Background: an optimization exercise with open tools, aiming at small area, a short achievable clock period and few clock cycles per item. Do not read the settings as production practice.
Function not checked in this run: the RTL went through the layout flow alone.

<file path="flow/config.mk">
export PLATFORM = sky130hd
export DESIGN_NAME = alu
export DESIGN_NICKNAME = alu
export VERILOG_FILES = /design/flow/design.v
export SDC_FILE = /design/flow/constraint.sdc
export NUM_CORES = 4
export LEC_CHECK = 0
export CAP_MARGIN = 20
export CORE_MARGIN = 2
export CORE_UTILIZATION = 40
export SLEW_MARGIN = 20
</file>
<file path="flow/constraint.sdc">
create_clock -name core_clock -period 8.0 [get_ports {clock}]
set_input_delay 1.6000 -clock core_clock [delete_from_list [all_inputs] [get_ports {clock}]]
set_output_delay 1.6000 -clock core_clock [all_outputs]
set_load 0.01 [all_outputs]
</file>
<file path="flow/design.v">
`default_nettype none
package alu_pkg;
    localparam int data_width = 32;
    localparam int shift_width = 5;
    localparam int muldiv_steps = 32;
    typedef logic [data_width-1:0] alu_word_t;
    typedef enum logic [3:0] {
        op_add = 4'd0,
        op_sub = 4'd1,
        op_and = 4'd2,
        op_or  = 4'd3,
        op_sll = 4'd4,
        op_sra = 4'd5,
        op_mul = 4'd6,
        op_div = 4'd7,
        op_xor = 4'd8
    } alu_op_e;
    typedef enum logic [1:0] {
        st_idle = 2'd0,
        st_mul  = 2'd1,
        st_div  = 2'd2,
        st_hold = 2'd3
    } alu_state_e;
endpackage
`default_nettype wire
`default_nettype none
module sum_is_zero (
    input  wire logic [31:0] a,
    input  wire logic [31:0] b,
    input  wire logic        cin,
    output logic             zero
);
    assign zero = ((a ^ b) == {a[30:0] | b[30:0], cin});
endmodule
`default_nettype wire
`default_nettype none
module barrel_shifter (
    input  wire logic [31:0] value,
    input  wire logic [4:0]  shift_amount,
    input  wire logic        left,
    output logic [31:0]      shifted
);
    logic [31:0] rev_in, r, rev_out;
    logic        fill;
    always_comb begin
        for (int i = 0; i < 32; i++) rev_in[i] = value[31-i];
    end
    assign fill = !left && value[31];
    logic [32:0] r33;
    assign r33 = $unsigned($signed({fill, left ? rev_in : value}) >>> shift_amount);
    assign r = r33[31:0];
    always_comb begin
        for (int i = 0; i < 32; i++) rev_out[i] = r[31-i];
    end
    assign shifted = left ? rev_out : r;
endmodule
`default_nettype wire
`default_nettype none
module multiplier (
    input  wire logic        clock,
    input  wire logic        arst_n,
    input  wire logic        start,       
    input  wire logic [31:0] mag_a,
    input  wire logic [31:0] mag_b,
    input  wire logic [3:0]  dig_a,       
    input  wire logic [3:0]  dig_b,
    input  wire logic        sign,        
    input  wire logic        take,        
    output logic             busy,        
    output logic             ready,       
    output logic [31:0]      mag,         
    output logic             neg,
    output logic             ovf
);
    typedef enum logic [2:0] {S_IDLE, S_NORM, S_STEP, S_FIN, S_DONE} st_e;
    st_e st;
    logic [31:0] mcand, mplier;
    logic [3:0]  cnt;
    logic [31:0] s_q, c_q;
    logic        sticky;
    logic [3:0]  d;
    logic [37:0] x0, x1, x2, x3, x4, x5;
    logic [37:0] l1s, l1c, l2s, l2c, l3s, l3c, l4s, l4c;
    assign d  = mplier[31:28];
    assign x0 = {2'b0, s_q, 4'b0};
    assign x1 = {2'b0, c_q, 4'b0};
    assign x2 = {6'b0, mcand & {32{d[0]}}};
    assign x3 = {5'b0, mcand & {32{d[1]}}, 1'b0};
    assign x4 = {4'b0, mcand & {32{d[2]}}, 2'b0};
    assign x5 = {3'b0, mcand & {32{d[3]}}, 3'b0};
    assign l1s = x0 ^ x1 ^ x2;
    assign l1c = ((x0 & x1) | (x0 & x2) | (x1 & x2)) << 1;
    assign l2s = x3 ^ x4 ^ x5;
    assign l2c = ((x3 & x4) | (x3 & x5) | (x4 & x5)) << 1;
    assign l3s = l1s ^ l1c ^ l2s;
    assign l3c = ((l1s & l1c) | (l1s & l2s) | (l1c & l2s)) << 1;
    assign l4s = l3s ^ l3c ^ l2c;
    assign l4c = ((l3s & l3c) | (l3s & l2c) | (l3c & l2c)) << 1;
    logic [32:0] fin_sum;
    assign fin_sum = {1'b0, s_q} + {1'b0, c_q};
    logic        swap;
    logic [3:0]  n;
    assign swap = (dig_a < dig_b);
    assign n    = swap ? dig_a : dig_b;
    assign busy  = (st != S_IDLE);
    assign ready = (st == S_DONE);
    assign mag   = s_q;
    always_ff @(posedge clock or negedge arst_n) begin
        if (!arst_n) begin
            st <= S_IDLE;
        end else begin
            case (st)
                S_IDLE: if (start) st <= (n == 4'd0) ? S_FIN : S_NORM;
                S_NORM: st <= S_STEP;
                S_STEP: if (cnt == 4'd1) st <= S_FIN;
                S_FIN:  st <= S_DONE;
                S_DONE: if (take) st <= S_IDLE;
                default: st <= S_IDLE;
            endcase
        end
    end
    always_ff @(posedge clock) begin
        case (st)
            S_IDLE: begin
                mcand  <= swap ? mag_b : mag_a;
                mplier <= swap ? mag_a : mag_b;
                cnt    <= n;
                neg    <= sign;
                s_q    <= '0;
                c_q    <= '0;
                sticky <= 1'b0;
            end
            S_NORM: begin
                mplier <= mplier << {(4'd8 - cnt), 2'b00};
            end
            S_STEP: begin
                mplier <= mplier << 4;
                cnt    <= cnt - 4'd1;
                s_q    <= l4s[31:0];
                c_q    <= l4c[31:0];
                sticky <= sticky | (|l4s[37:32]) | (|l4c[37:32]);
            end
            S_FIN: begin
                s_q <= fin_sum[31:0];
                ovf <= sticky | fin_sum[32] | (fin_sum[31] & (!neg | (|fin_sum[30:0])));
            end
            default: ;
        endcase
    end
endmodule
`default_nettype wire
`default_nettype none
module divider (
    input  wire logic        clock,
    input  wire logic        arst_n,
    input  wire logic        start,
    input  wire logic [31:0] mag_a,
    input  wire logic [31:0] mag_b,
    input  wire logic [5:0]  len_a,       
    input  wire logic [5:0]  len_b,       
    input  wire logic        b_zero,
    input  wire logic        sign,
    input  wire logic        flag,        
    input  wire logic        take,
    output logic             busy,
    output logic             ready,
    output logic [31:0]      mag,
    output logic             neg,
    output logic             ovf
);
    typedef enum logic [1:0] {S_IDLE, S_NORM, S_STEP, S_DONE} st_e;
    st_e st;
    logic [31:0] rem, bm, q;
    logic [32:0] dv;
    logic [4:0]  k;
    logic [5:0]  cnt;
    logic [33:0] trial;
    logic [6:0]  diff;
    logic        none;
    assign diff = {1'b0, len_a} - {1'b0, len_b};
    assign none = diff[6] || b_zero;
    assign trial = {2'b0, rem} - {1'b0, dv};
    assign busy  = (st != S_IDLE);
    assign ready = (st == S_DONE);
    assign mag   = q;
    always_ff @(posedge clock or negedge arst_n) begin
        if (!arst_n) begin
            st <= S_IDLE;
        end else begin
            case (st)
                S_IDLE: if (start) st <= none ? S_DONE : S_NORM;
                S_NORM: st <= S_STEP;
                S_STEP: if (cnt == 6'd1) st <= S_DONE;
                S_DONE: if (take) st <= S_IDLE;
                default: st <= S_IDLE;
            endcase
        end
    end
    always_ff @(posedge clock) begin
        case (st)
            S_IDLE: begin
                rem <= mag_a;
                bm  <= mag_b;
                q   <= '0;
                neg <= sign;
                ovf <= flag;
                k   <= (diff[5:0] > 6'd31) ? 5'd31 : diff[4:0];
                cnt <= (diff[5:0] > 6'd31) ? 6'd32 : diff[5:0] + 6'd1;
            end
            S_NORM: begin
                dv <= {1'b0, bm} << k;
            end
            S_STEP: begin
                cnt <= cnt - 6'd1;
                dv  <= dv >> 1;
                if (!trial[33]) begin
                    rem <= trial[31:0];
                    q   <= {q[30:0], 1'b1};
                end else begin
                    q   <= {q[30:0], 1'b0};
                end
            end
            default: ;
        endcase
    end
endmodule
`default_nettype wire
`default_nettype none
module alu (
    input  wire logic                            clock,
    input  wire logic                            arst_n,
    input  wire logic                            in_valid,
    output logic                                 in_ready,
    input  wire logic [3:0]                      op,
    input  wire alu_pkg::alu_word_t              operand_a,
    input  wire alu_pkg::alu_word_t              operand_b,
    input  wire logic [alu_pkg::shift_width-1:0] shift_amount,
    output logic                                 out_valid,
    input  wire logic                            out_ready,
    output alu_pkg::alu_word_t                   result,
    output logic                                 not_equal,
    output logic                                 less_than,
    output logic                                 overflow
);
    localparam int QD = 4;
    logic        xv;
    logic [3:0]  xop;
    logic [31:0] xa, xb;
    logic [4:0]  xsh;
    logic x_go;
    assign in_ready = !xv || x_go;
    always_ff @(posedge clock or negedge arst_n) begin
        if (!arst_n) xv <= 1'b0;
        else if (in_ready) xv <= in_valid;
    end
    always_ff @(posedge clock) begin
        if (in_ready) begin
            xop <= op;
            xa  <= operand_a;
            xb  <= operand_b;
            xsh <= shift_amount;
        end
    end
    logic is_mul, is_div;
    assign is_mul = (xop == 4'd6);
    assign is_div = (xop == 4'd7);
    logic        sub;
    logic [31:0] bx, sum;
    logic        cout, add_ovf, add_zero;
    assign sub = (xop == 4'd1);
    assign bx  = sub ? ~xb : xb;
    assign {cout, sum} = {1'b0, xa} + {1'b0, bx} + {32'd0, sub};
    assign add_ovf = (xa[31] == bx[31]) && (sum[31] != xa[31]);
    sum_is_zero u_zero (.a(xa), .b(bx), .cin(sub), .zero(add_zero));
    logic [31:0] shifted;
    barrel_shifter u_shift (
        .value(xa), .shift_amount(xsh), .left(xop == 4'd4), .shifted(shifted)
    );
    logic [34:0] simple_res;
    always_comb begin
        case (xop)
            4'd0, 4'd1: simple_res = {sum, !add_zero, sum[31] ^ add_ovf, add_ovf};
            4'd2:       simple_res = {xa & xb, 3'b000};
            4'd3:       simple_res = {xa | xb, 3'b000};
            4'd8:       simple_res = {xa ^ xb, 3'b000};
            4'd4, 4'd5: simple_res = {shifted, 3'b000};
            default:    simple_res = '0;
        endcase
    end
    logic        sa, sb;
    logic [31:0] ya, yb, mag_a, mag_b;
    assign sa = xa[31];
    assign sb = xb[31];
    assign ya = xa ^ {32{sa}};
    assign yb = xb ^ {32{sb}};
    assign mag_a = ya + {31'd0, sa};
    assign mag_b = yb + {31'd0, sb};
    function automatic [5:0] bitlen(input [31:0] v);
        reg [5:0] l;
        integer i;
        begin
            l = 6'd0;
            for (i = 0; i < 32; i = i + 1) if (v[i]) l = i + 1;
            bitlen = l;
        end
    endfunction
    function automatic [3:0] hexdigits(input [31:0] x);
        reg [31:0] y;
        reg [3:0]  nd;
        reg        ones;
        reg        corr;
        integer    i;
        begin
            y  = x ^ {32{x[31]}};
            nd = 4'd0;
            for (i = 0; i < 8; i = i + 1) if (|y[4*i +: 4]) nd = i + 1;
            corr = 1'b0;
            ones = 1'b1;
            for (i = 0; i < 8; i = i + 1) begin
                if (nd == i) corr = ones;
                ones = ones & (&y[4*i +: 4]);
            end
            hexdigits = nd + {3'd0, x[31] & corr};
        end
    endfunction
    logic [3:0] dig_a, dig_b;
    assign dig_a = hexdigits(xa);
    assign dig_b = hexdigits(xb);
    logic [5:0] len_a, len_b;
    assign len_a = bitlen(ya) + {5'd0, sa};
    assign len_b = bitlen(yb);
    logic b_zero, div_flag;
    assign b_zero   = (xb == 32'd0);
    assign div_flag = b_zero || ((xa == 32'h80000000) && (&xb));
    logic [1:0]  q_kind [QD];
    logic [34:0] q_data [QD];
    logic [1:0]  q_head, q_tail;
    logic [2:0]  q_cnt;
    logic mul_busy, mul_ready, mul_neg, mul_ovf;
    logic div_busy, div_ready, div_neg, div_ovf;
    logic [31:0] mul_mag, div_mag;
    assign x_go = xv && (q_cnt != QD)
               && (is_mul ? !mul_busy : is_div ? !div_busy : 1'b1);
    logic [1:0] h_kind;
    logic       h_ready, o_load, take_mul, take_div;
    assign h_kind  = q_kind[q_head];
    assign h_ready = (q_cnt != 3'd0)
                  && ((h_kind == 2'd0) || ((h_kind == 2'd1) && mul_ready)
                                       || ((h_kind == 2'd2) && div_ready));
    assign o_load   = h_ready && (!out_valid || out_ready);
    assign take_mul = o_load && (h_kind == 2'd1);
    assign take_div = o_load && (h_kind == 2'd2);
    always_ff @(posedge clock or negedge arst_n) begin
        if (!arst_n) begin
            q_head <= '0;
            q_tail <= '0;
            q_cnt  <= '0;
        end else begin
            if (x_go)   q_tail <= q_tail + 2'd1;
            if (o_load) q_head <= q_head + 2'd1;
            q_cnt <= q_cnt + {2'd0, x_go} - {2'd0, o_load};
        end
    end
    always_ff @(posedge clock) begin
        if (x_go) begin
            q_kind[q_tail] <= is_mul ? 2'd1 : is_div ? 2'd2 : 2'd0;
            q_data[q_tail] <= simple_res;
        end
    end
    multiplier u_mul (
        .clock(clock), .arst_n(arst_n),
        .start(x_go && is_mul),
        .mag_a(mag_a), .mag_b(mag_b), .dig_a(dig_a), .dig_b(dig_b),
        .sign(sa ^ sb), .take(take_mul),
        .busy(mul_busy), .ready(mul_ready), .mag(mul_mag), .neg(mul_neg), .ovf(mul_ovf)
    );
    divider u_div (
        .clock(clock), .arst_n(arst_n),
        .start(x_go && is_div),
        .mag_a(mag_a), .mag_b(mag_b), .len_a(len_a), .len_b(len_b),
        .b_zero(b_zero), .sign(sa ^ sb), .flag(div_flag), .take(take_div),
        .busy(div_busy), .ready(div_ready), .mag(div_mag), .neg(div_neg), .ovf(div_ovf)
    );
    logic [31:0] u_mag, u_res;
    logic        u_neg, u_ovf;
    assign u_mag = (h_kind == 2'd1) ? mul_mag : div_mag;
    assign u_neg = (h_kind == 2'd1) ? mul_neg : div_neg;
    assign u_ovf = (h_kind == 2'd1) ? mul_ovf : div_ovf;
    assign u_res = (u_mag ^ {32{u_neg}}) + {31'd0, u_neg};
    always_ff @(posedge clock or negedge arst_n) begin
        if (!arst_n) out_valid <= 1'b0;
        else if (!out_valid || out_ready) out_valid <= h_ready;
    end
    always_ff @(posedge clock) begin
        if (o_load) begin
            if (h_kind == 2'd0) {result, not_equal, less_than, overflow} <= q_data[q_head];
            else                {result, not_equal, less_than, overflow} <= {u_res, 2'b00, u_ovf};
        end
    end
endmodule
`default_nettype wire
</file>
<file path="flow/run.sh">
#!/bin/bash
# synth_recipe.tcl (not shown) runs the flow's synth.tcl, then flattens the netlist and writes it again
# the make line also repeats each setting of config.mk as NAME=value (left out here)
make -C /OpenROAD-flow-scripts/flow DESIGN_CONFIG=/design/flow/config.mk WORK_HOME=/design/flow/orfs CLKGATE_MAP_FILE= SYNTH_SCRIPT=/design/flow/synth_recipe.tcl finish
</file>
==> impl_results.md <==
- Maximum number of pins on one net before global-route repair: 93
- R2r endpoint: u_div.cnt[5]
- Worst EP arrival: 6.35 ns
- CP Data Required Time: ~8.4 ns
- CP delay by family, top: compound AO/OA/AOI/OAI gates
- Core box area: around 110,000 um2
- RSZ-0062 raised after global routing: no
- Fmax achieved: 0.167 GHz
- Die Y-Extent: 332 um
- Top Registers: q_data x140, u_div.dv x33
- Final instance area: 47,600 um2
- Yosys reg bits: 544
- Placed Instances: around 5,700
- Clock Tree Buf Depth: 3
- Number of port buffers: between 100 and 150
- HP Start: q_cnt[2]
- Cell variety after synth: 93
- Cts hold-fix bufs: 0
- Vias in the first global route: 33,328
- CP max stage delay: 0.75 ns
- Cell Area, Placed: between 40,000 and 50,000 um2
- Post-synthesis simple-gate area fraction: 0.142
- Routed WL per cell: 25.2 um
- Synth Area in XOR/XNOR: 0.0642
- Share of cells above drive strength 1: 0.0719
- Top_reg_cell synth: edfxtp_1
- Initial antenna violation count: 6
- Global-route congestion overflow total: 0
- Largest family of logic cells by synthesized area: compound AO/OA/AOI/OAI gates
- Finished Layout Cells: 5,855
- Commonest non-fill, non-tap cell in the layout: edfxtp_1
- Final Hold Vio Count: 0
- Sequential cell area fraction in the yosys report: 0.378
- Tot GR Track Use: 0.264
- Final Core Density: 0.446
- Routed WL: about 150,000 um
- Clk sinks: 544
- Clock transition at path regs: ~0.06 ns
- Worst-Margin Slew: 1.18 ns
- Kind of critical path: flop to flop
- Hold Path Depth: 1
- Max FO, Critical Path: 92
- Final Critical Period: about 6 ns
- Drc violations: 0
- Starting Density: 0.402
- Fillers: 10,217
- Syn Area/Cell: 9.70 um2
- Post_cts resized: 0
- Final Max Slew Viols: 0
- Top cells by area, synth: edfxtp_1 37%, ha_1 6.8%, fa_1 5.8%, xnor2_1 4.2%, a21oi_1 4.2%
- First-pass GRT wire length: 220,000 um
- Root buf cell: clkbuf_16
- Rel. slew slack: 0.208
- Die X: roughly 330 um
- Final setup violation count: 0
- Initial DRC count: around 4,200
- Cells after Synth: roughly 4,400
- HP Class: flop to flop
- Yosys warns: 4
- RD Place Congestion: 1.02
- Max cap viols: 0
- Standard-cell rows: 120
- ANT nets after route: 0
- Area Growth Syn to Fin: 10.8%
- Worst r2r src: xb[31]
- Multiplexer share of the synthesized area: 0.0787
- Worst-case reg-to-reg path depth: 23
- Post-CTS Setup Bufs: 0
- Worst skew pair latency: 0.66 ns
- Post-DP HPWL: 111,000 um
- EDFF count, synth: 530
- DR vias/cell: 5.93
- Max reg flops: 140
- Crit end category: flop
- Cell Area, Synth: 43,000 um2
- Total die area: around 110,000 um2
- Layout Skew: 0.0234 ns
- Share of the synthesized area in the top cell type: 0.370
- Slowest-stage cell, CP: a2111oi_0
- Post-synthesis adder-cell area fraction: 0.127
- IO Count: 114
- Setup slack, reg-to-reg: about 2.0 ns
- Crit. Startpoint: xb[31]
- Post-synth ARST share: 0.0257
- Critical Path Start Type: flop
- Post-synthesis compound-gate area fraction: 0.156
- Setup TNS: 0 ns
- Most frequent cells in the layout: 530 x edfxtp_1, 375 x nand2_1, 356 x a21oi_1
- Via count: 34,746
- Status: complete, no violations
- Number of buffers and inverters on the critical path: 1
- Final-stage net count: 4,836
- CTS tree: done
- Total CTS buffers: 66
- H-tree Lvls: 3
- WHS Endpoint: q_cnt[2]
- Net Count, Synth: 4,868
- CP dominant cell by count: a21oi_1
- Initial DRT Pass Iterations: 6
- Largest Register: q_data
- Final worst-path cycle share: 0.748
- Yosys top cell by area: edfxtp_1
- CP Cell Sequence: buf_4 -> ha_1 -> a21oi_1 -> o22ai_1 -> a21oi_1 -> o21ai_0 -> a2111oi_0 -> o31ai_1 -> a21oi_1 -> o2111ai_1 -> nand3_1 -> a21oi_1 -> o211ai_1 -> a31o_2 -> ha_1 -> nor2b_1 -> o21ai_0 -> nand2b_1 -> a21o_1 -> a21oi_1 -> xnor2_1 -> o311a_1 -> a21oi_1
## cell usage after synthesis (all sizes together), types with 24 or more instances
cell type  number
nand2b         45
mux2           29
edfxtp        530
nor3           79
a31oi          41
buf            62
xnor2         206
and3           43
fa            125
o21ai         267
nor2b          43
and2          147
nor2          332
a221oi         29
nand2         376
inv           318
nand4          28
nor4           28
xor2          109
o211ai         24
mux2i         140
o31ai          24
a211oi         63
a21oi         361
mux4           73
nand3          98
clkbuf        217
a21o           38
o22ai          29
a22oi          27
ha            235
## cell type report
class / instances / area [um2] / area share
clock inverters: 34 / 442 / 0.00927
flip-flops and latches: 544 / 16300 / 0.341
repair buffers: 179 / 1640 / 0.0345
inverters: 334 / 1250 / 0.0263
well taps: 1403 / 1760 / 0.0368
diodes: 1 / 2.50 / 0.0000525
multi-input cells: 3274 / 24500 / 0.514
clock buffers: 86 / 1780 / 0.0373
## through the flow
stage / setup WS, ns / hold WS [ns]
final: 2.02 / 0.504
after global routing: 1.62 / 0.523
after CTS: 2.18 / 0.502
after detailed placement: 2.22 / 0.492
after global placement: 2.33 / 0.486
after floorplan: 0.573 / 0.467
## worst register-to-register path, cell delays in order, from the launching register on
cell	delay (ns)
edfxtp_1	0.34
buf_4	0.72
ha_1	0.52
a21oi_1	0.17
o22ai_1	0.14
a21oi_1	0.17
o21ai_0	0.09
a2111oi_0	0.75
o31ai_1	0.18
a21oi_1	0.19
o2111ai_1	0.14
nand3_1	0.18
a21oi_1	0.08
o211ai_1	0.20
a31o_2	0.20
ha_1	0.20
nor2b_1	0.06
o21ai_0	0.15
nand2b_1	0.10
a21o_1	0.18
a21oi_1	0.18
xnor2_1	0.42
o311a_1	0.30
a21oi_1	0.04
## layer usage
layer  wire length (um)  track usage
met1              64700        0.378
met4               6670        0.108
met2              63700        0.395
met5                 26            0
met3              12600       0.0472
## logic make-up after synthesis
kind of cell | Yosys count
simple gates | 1278
compound gates | 1078
buf+inv | 613
flops | 544
fa+ha+maj | 361
xor+xnor | 315
mux | 242
## worst max path at each step
stage / to / slack, ns / cells past startpoint
after floorplan: in_ready / 0.57 / 5
after global placement: u_div.cnt[5] / 2.33 / 23
after detailed placement: u_div.cnt[5] / 2.22 / 23
after CTS: u_div.cnt[5] / 2.18 / 23
after global routing: u_div.cnt[5] / 1.62 / 23
final: u_div.cnt[5] / 2.02 / 23

afterwards: timing with drivers on the ports:
How much do the figures lean on ideal ports? The routed layout below was timed once more, with nothing changed but the port constraints.
Step 1 sets driving cells, clkbuf_16 on the clock port and buf_2 on the other inputs (assumed; they add their load-dependent delay and slew).
Step 2 adds t to the input delays and takes it off the output delays; t is the mean of the earliest and latest rising clock arrival at the registers after step 1. Input paths then give back, and output paths get back, about the clock's delay inside the block.
Slacks: no drivers / after step 1 / after step 2; pairs: no drivers / after step 1.
t, ns: 0.714
setup WS [ns]: 2.019 / 2.019 / 2.019
worst data-port slew with drivers (ns): 0.05
cell pins on the clock port's net: 1
After both steps this run still meets setup and hold. The setup slack of this run moves by 0.000 ns with the drivers and by 0.000 ns with both steps.
